This is an optimization exercise on Yosys and OpenROAD, whose aim is small area and a short achievable clock period, not a production implementation. Where RTL was checked, it was by simulation tests only, not by an equivalence proof against the original.

// csc_top
module csc_top (
	input logic CLOCK_50_I,
	input logic resetn,
	input logic start,
	output logic busy,
	output logic done,
	output csc_pkg::sram_addr_t sram_addr,
	output csc_pkg::sram_word_t sram_wdata,
	output logic sram_we_n,
	input csc_pkg::sram_word_t sram_rdata
);
	logic [3:0] ph;
	logic j_first, j_near_end, j_last;
	logic cmd_we;
	csc_pkg::sram_addr_t cmd_addr;
	csc_pkg::sram_word_t cmd_wdata;
	csc_pkg::pixel_t ce_u, ce_v, c_odd, uo;
	csc_pkg::sram_word_t yh;         
	csc_pkg::pixel_t y_op, u_op, v_op;
	csc_pkg::pixel_t r, g, b;
	yuv_fetch seq_unit (
		.CLOCK_50_I, .resetn, .start, .busy, .done,
		.ph, .j_first, .j_near_end, .j_last,
		.cmd_we, .cmd_addr
	);
	chroma_interpolator interp_unit (
		.CLOCK_50_I, .ph, .j_first, .j_near_end, .j_last,
		.rdata(sram_rdata), .ce_u, .ce_v, .c_odd
	);
	always_ff @(posedge CLOCK_50_I) begin
		if (ph == 4'd9 || ph == 4'd2)
			yh <= sram_rdata;
		uo <= c_odd;     
	end
	always_comb begin
		if (ph[0]) begin
			y_op = yh[7:0];
			u_op = uo;
			v_op = c_odd;
		end else begin
			y_op = (ph == 4'd2) ? sram_rdata[15:8] : yh[15:8];
			u_op = ce_u;
			v_op = ce_v;
		end
	end
	csc_matrix matrix_unit (
		.CLOCK_50_I, .y_in(y_op), .u_in(u_op), .v_in(v_op),
		.r, .g, .b
	);
	rgb_store store_unit (
		.CLOCK_50_I, .ph, .r, .g, .b, .wdata(cmd_wdata)
	);
	sram_arbiter arbiter_unit (
		.CLOCK_50_I, .resetn,
		.cmd_we, .cmd_addr, .cmd_wdata,
		.sram_addr, .sram_wdata, .sram_we_n
	);
endmodule
Size in the first run: about 2200 cells after synthesis, roughly 300 flip-flops, ~56 I/O pins.
Settings: LEC_CHECK=0, CAP_MARGIN=20, CORE_MARGIN=2, CORE_UTILIZATION=50, SETUP_SLACK_MARGIN=5, SLEW_MARGIN=20; clock period 10.0 ns.
run.sh (not shown) runs the stock make flow with config.mk's settings and CLKGATE_MAP_FILE= SYNTH_SCRIPT=/design/flow/synth_recipe.tcl, a recipe that flattens the netlist after the stock synthesis.
The baseline completed without violations.
Edit:
--- a/flow/config.mk
+++ b/flow/config.mk
@@ -7,0 +8 @@
+export ABC_CLOCK_PERIOD_IN_PS = 4000
Non-clock buffer count is unchanged.
Final area does not change.
Utilization is unchanged.
Die area does not change.
Function was not checked in any run of this note: the RTL went through the layout flow alone.


Another version of the RTL of csc_top (not shown whole).
Size: about 56 I/O pins, ~27000 um^2 of cells after synthesis.
clock: 10.0 ns
lec_check: 0
cap_margin: 20
core_margin: 2
core_utilization: 50
cts_buf_list: sky130_fd_sc_hd__clkbuf_8
slew_margin: 20
standard.sh (not shown) runs the stock make flow with config.mk's settings and CLKGATE_MAP_FILE= SYNTH_SCRIPT=/design/flow/synth_recipe.tcl, a recipe that flattens the netlist after the stock synthesis.
==> flow/flow/run.sh <==
#!/bin/bash
set -u
export SETUP_SLACK_MARGIN=7.0
export BUFFER_PORTS_ARGS="-buffer_cell sky130_fd_sc_hd__buf_4"
bash standard.sh > standard_flow.log 2>&1
The first run completed without violations.
Testbench counts at the start, summed over its fixed seeds: frame cycles 1,536,248.
Then changed:
==> flow/run.sh (new file) <==
#!/bin/bash
# synth_recipe.tcl (not shown) runs the flow's synth.tcl, then flattens the netlist and writes it again
# the make line also repeats each setting of config.mk as NAME=value (left out here)
make -C /OpenROAD-flow-scripts/flow DESIGN_CONFIG=/design/flow/config.mk WORK_HOME=/design/flow/orfs CLKGATE_MAP_FILE= SYNTH_SCRIPT=/design/flow/synth_recipe.tcl finish
--- a/flow/config.mk
+++ b/flow/config.mk
@@ -9,4 +9,4 @@
 export CORE_MARGIN = 2
 export CORE_UTILIZATION = 50
-export CTS_BUF_LIST = sky130_fd_sc_hd__clkbuf_8
+export SETUP_SLACK_MARGIN = 5
 export SLEW_MARGIN = 20
removed: flow/flow/run.sh
removed: flow/standard.sh
Die area does not change.
Worst setup slack gets worse by 0.48 ns.
Cell area goes down by about 7%.
Global-route usage goes down by 1.2 points.
Clock-buffer cell count goes down by 25.
Wire length goes down by about 7%.

## re-timing with driven ports
In the flow no input, the clock included, has a driving cell. The finished layouts below were timed again as built, in two steps.
Step 1: set_driving_cell puts a clkbuf_16 on CLOCK_50_I and a buf_2 on each other input, an assumption about the parent block.
Step 2 times the ports against the registers' clock, not the clock port: input delays grow and output delays shrink by t, the midpoint of the rising clock arrivals with the driver on.
Three values: ideal ports, drivers, drivers and shift; two values: the first two.
| run | t, ns | setup WS [ns] | worst setup path at the end | worst data-port slew with drivers (ns) | pins driven straight from the clock port |
|---|---|---|---|---|---|
| the first run of note 1 | 0.603 | 3.235 / 3.235 / 3.235 | register to register | 0.03 | 1 |
| the second run of note 1 | 0.603 | 3.235 / 3.235 / 3.235 | register to register | 0.03 | 1 |
| the first run of note 2 | 0.712 | 6.676 / 6.658 / 6.676 | register to register | 0.04 | 1 |
| the second run of note 2 | 0.654 | 6.194 / 6.194 / 6.194 | register to register | 0.04 | 1 |
After both steps every run listed still meets setup and hold.
